Context: an optimization exercise on an open-source flow, tuned for small area. The choices shown serve that exercise and are no tape-out recipe. In this exercise RTL edits were held to simulation tests only and were not proved equivalent to the original. No activity file was given, so power comes from the tool's default toggle rates.

==> flow/design.v <==
module rf_hold (
    input  logic en,
    input  logic hold,
    input  logic d,
    input  logic q,
    output logic y
);
    assign y = (en & d) | (hold & q);
endmodule
module rf_aoi222 (
    input  logic a1, a2, b1, b2, c1, c2,
    output logic y
);
    assign y = ~((a1 & a2) | (b1 & b2) | (c1 & c2));
endmodule
module rf_nand2 (
    input  logic a, b,
    output logic y
);
    assign y = ~(a & b);
endmodule
module rf_nand3 (
    input  logic a, b, c,
    output logic y
);
    assign y = ~(a & b & c);
endmodule
module rf_nand4 (
    input  logic a, b, c, d,
    output logic y
);
    assign y = ~(a & b & c & d);
endmodule
module rf_o31a (
    input  logic a1, a2, a3, b1,
    output logic y
);
    assign y = (a1 | a2 | a3) & b1;
endmodule
module rf_a21o (
    input  logic a1, a2, b1,
    output logic y
);
    assign y = (a1 & a2) | b1;
endmodule
module rf_rdbit #(
    parameter int BYP = 1
) (
    input  logic [30:0] sel,
    input  logic [30:0] d,
    input  logic        byp,
    input  logic        byp_n,
    input  logic        bd,
    output logic        y
);
    logic [10:0] n;
    logic [2:0]  p;
    logic        z;
    for (genvar k = 0; k < 10; k++) begin : g_aoi
        rf_aoi222 u_aoi (
            .a1(sel[3*k]),   .a2(d[3*k]),
            .b1(sel[3*k+1]), .b2(d[3*k+1]),
            .c1(sel[3*k+2]), .c2(d[3*k+2]),
            .y(n[k])
        );
    end
    rf_nand2 u_n30 (.a(sel[30]), .b(d[30]), .y(n[10]));
    rf_nand4 u_p0 (.a(n[0]), .b(n[1]), .c(n[2]), .d(n[3]), .y(p[0]));
    rf_nand4 u_p1 (.a(n[4]), .b(n[5]), .c(n[6]), .d(n[7]), .y(p[1]));
    rf_nand3 u_p2 (.a(n[8]), .b(n[9]), .c(n[10]), .y(p[2]));
    rf_o31a u_z (.a1(p[0]), .a2(p[1]), .a3(p[2]), .b1(byp_n), .y(z));
    if (BYP != 0) begin : g_byp
        rf_a21o u_y (.a1(byp), .a2(bd), .b1(z), .y(y));
    end else begin : g_nobyp
        assign y = z;
    end
endmodule
module rf_dec (
    input  logic [7:0]  lo_n,
    input  logic [3:0]  hi_n,
    output logic [30:0] sel
);
    for (genvar t = 0; t < 31; t++) begin : g_sel
        assign sel[t] = ~(lo_n[(t + 1) % 8] | hi_n[(t + 1) / 8]);
    end
endmodule
module regfile_mp #(
    parameter int XLEN     = 32,
    parameter int NREGS    = 32,
    parameter int NRD      = 2,
    parameter int BYPASS   = 1,
    parameter int ZERO_REG = 1,
    localparam int AW      = (NREGS > 1) ? $clog2(NREGS) : 1
) (
    input  logic                clk,
    input  logic                rst,
    input  logic                we,
    input  logic [AW-1:0]       wa,
    input  logic [XLEN-1:0]     wd,
    input  logic [NRD*AW-1:0]   ra,
    output logic [NRD*XLEN-1:0] rd,
    input  logic                busy_set,
    input  logic [AW-1:0]       busy_addr,
    output logic [NRD-1:0]      busy
);
    localparam int FIRST = (ZERO_REG != 0) ? 1 : 0;
    localparam int NR    = NREGS - FIRST;
    logic [XLEN-1:0]  regs [NREGS];
    logic [NREGS-1:0] pending;
    function automatic logic addr_valid(input logic [AW-1:0] a);
        addr_valid = ($unsigned(a) < NREGS) && !((ZERO_REG != 0) && (a == '0));
    endfunction
    logic wr_ok, bs_ok;
    assign wr_ok = we && addr_valid(wa);
    assign bs_ok = busy_set && addr_valid(busy_addr);
    if (ZERO_REG != 0) begin : g_zero
        assign regs[0]    = '0;
        assign pending[0] = 1'b0;
    end
    for (genvar r = FIRST; r < NREGS; r++) begin : g_reg
        logic            wsel, bsel, en, hold;
        logic [XLEN-1:0] q, dn;
        logic            p;
        assign wsel = wr_ok && (wa == AW'(r));
        assign bsel = bs_ok && (busy_addr == AW'(r));
        assign en   = rst && wsel;
        assign hold = rst && !wsel;
        for (genvar b = 0; b < XLEN; b++) begin : g_bit
            rf_hold u_hold (.en(en), .hold(hold), .d(wd[b]), .q(q[b]), .y(dn[b]));
        end
        always_ff @(posedge clk) begin
            q <= dn;
        end
        always_ff @(posedge clk) begin
            p <= rst && (bsel || (p && !wsel));
        end
        assign regs[r]    = q;
        assign pending[r] = p;
    end
    for (genvar g = 0; g < NRD; g++) begin : g_rd
        logic [AW-1:0]   a;
        logic            hit, hit_n;
        logic [7:0]      lo_n;
        logic [3:0]      hi_n;
        assign a     = ra[g*AW +: AW] & {AW{rst}};
        assign hit   = (BYPASS != 0) && we && addr_valid(a) && (wa == a);
        assign hit_n = !hit;
        for (genvar j = 0; j < 8; j++) begin : g_lo
            assign lo_n[j] = !(a[2:0] == 3'(j));
        end
        for (genvar j = 0; j < 4; j++) begin : g_hi
            assign hi_n[j] = !(a[4:3] == 2'(j));
        end
        for (genvar q = 0; q < XLEN / 16; q++) begin : g_grp
            logic [30:0] sel;
            rf_dec u_dec (.lo_n(lo_n), .hi_n(hi_n), .sel(sel));
            for (genvar b = 16 * q; b < 16 * q + 16; b++) begin : g_bit
                logic [30:0] dt;
                for (genvar t = 0; t < 31; t++) begin : g_t
                    assign dt[t] = regs[t + 1][b];
                end
                rf_rdbit #(.BYP(1)) u_rd (
                    .sel(sel), .d(dt), .byp(hit), .byp_n(hit_n), .bd(wd[b]),
                    .y(rd[g*XLEN + b])
                );
            end
            if (q == XLEN / 16 - 1) begin : g_busy
                rf_rdbit #(.BYP(0)) u_busy (
                    .sel(sel), .d(pending[31:1]), .byp(hit), .byp_n(hit_n), .bd(1'b0),
                    .y(busy[g])
                );
            end
        end
    end
endmodule
Settings: LEC_CHECK=0, CAP_MARGIN=10, CELL_PAD_IN_SITES_DETAIL_PLACEMENT=1, CELL_PAD_IN_SITES_GLOBAL_PLACEMENT=1, CORE_MARGIN=2, CORE_UTILIZATION=45, PLACE_DENSITY=0.55, SETUP_SLACK_MARGIN=0.15, SLEW_MARGIN=10, SYNTH_HIERARCHICAL=1; clock period 5.0 ns.
standard.sh (not shown) runs the stock make flow with config.mk's settings and CLKGATE_MAP_FILE= SYNTH_SCRIPT=/design/flow/synth_recipe.tcl, a recipe that flattens the netlist after the stock synthesis.
==> flow/flow/run.sh <==
#!/bin/bash
# Standard ORFS layout with two changes:
#  * ports are buffered with sky130_fd_sc_hd__buf_2 instead of the delay-cell buffer
#    that buffer_ports picks by default;
#  * CTS builds the tree from clkbuf_8 with sink clusters of at most 50 um and
#    inserts no dummy loads.
# The make output goes to make.log in the work folder; ORFS's per-step logs stay under orfs/logs.
set -euo pipefail
bash standard.sh \
  "BUFFER_PORTS_ARGS=-buffer_cell sky130_fd_sc_hd__buf_2" \
  "CTS_ARGS=-sink_clustering_enable -repair_clock_nets -dont_use_dummy_load -buf_list sky130_fd_sc_hd__clkbuf_8 -sink_clustering_size 30 -sink_clustering_max_diameter 50" \
  finish > make.log 2>&1
Rerun with:
--- a/flow/design.v
+++ b/flow/design.v
@@ -148,26 +148,26 @@
         for (genvar j = 0; j < 8; j++) begin : g_lo
             assign lo_n[j] = !(a[2:0] == 3'(j));
         end
         for (genvar j = 0; j < 4; j++) begin : g_hi
             assign hi_n[j] = !(a[4:3] == 2'(j));
         end
-        for (genvar q = 0; q < XLEN / 16; q++) begin : g_grp
+        for (genvar q = 0; q < XLEN / 8; q++) begin : g_grp
             logic [30:0] sel;
             rf_dec u_dec (.lo_n(lo_n), .hi_n(hi_n), .sel(sel));
-            for (genvar b = 16 * q; b < 16 * q + 16; b++) begin : g_bit
+            for (genvar b = 8 * q; b < 8 * q + 8; b++) begin : g_bit
                 logic [30:0] dt;
                 for (genvar t = 0; t < 31; t++) begin : g_t
                     assign dt[t] = regs[t + 1][b];
                 end
                 rf_rdbit #(.BYP(1)) u_rd (
                     .sel(sel), .d(dt), .byp(hit), .byp_n(hit_n), .bd(wd[b]),
                     .y(rd[g*XLEN + b])
                 );
             end
-            if (q == XLEN / 16 - 1) begin : g_busy
+            if (q == XLEN / 8 - 1) begin : g_busy
                 rf_rdbit #(.BYP(0)) u_busy (
                     .sel(sel), .d(pending[31:1]), .byp(hit), .byp_n(hit_n), .bd(1'b0),
                     .y(busy[g])
                 );
             end
         end
Die area climbs slightly.
Clock skew does not change.
Global-route usage climbs by 0.55 points.
Clock-buffer cell count climbs by 3.
Total power climbs slightly.
Fmax climbs slightly.
Routed wire length climbs by a few percent.
Sequential share of layout area drops by 0.36 points.
Via count climbs by a few percent.

separate check: timing with driven ports:
The results above use ideal ports. As a check the final layouts listed here were re-extracted and re-timed, cells and wires unchanged. Step 1 (the two cells are an assumption about what drives the block):
set clk [get_ports {clk}]
set_driving_cell -lib_cell sky130_fd_sc_hd__clkbuf_16 $clk
set_driving_cell -lib_cell sky130_fd_sc_hd__buf_2 [delete_from_list [all_inputs] $clk]
Step 2, shift: input delay + t, output delay - t, t = (earliest + latest rising clock arrival at the registers) / 2. This alone moves slack from input paths to output paths. Slacks: no drivers / after step 1 / after step 2; pairs: no drivers / after step 1.
run | shift t [ns] | slack for setup (ns) | hold WS [ns] | worst setup path after step 2 | cell pins on the clock port's net
the first run | 0.877 | 0.046 / -0.061 / -0.061 | 0.494 / 0.494 / 0.494 | input to output | 1
the second run | 0.885 | 0.129 / 0.043 / 0.043 | 0.496 / 0.496 / 0.496 | input to output | 1
With both steps, setup timing fails in the first run, where it was met with ideal ports. For the first run, which loses most, drivers alone change the setup slack by -0.107 ns; drivers and shift together by -0.107 ns.
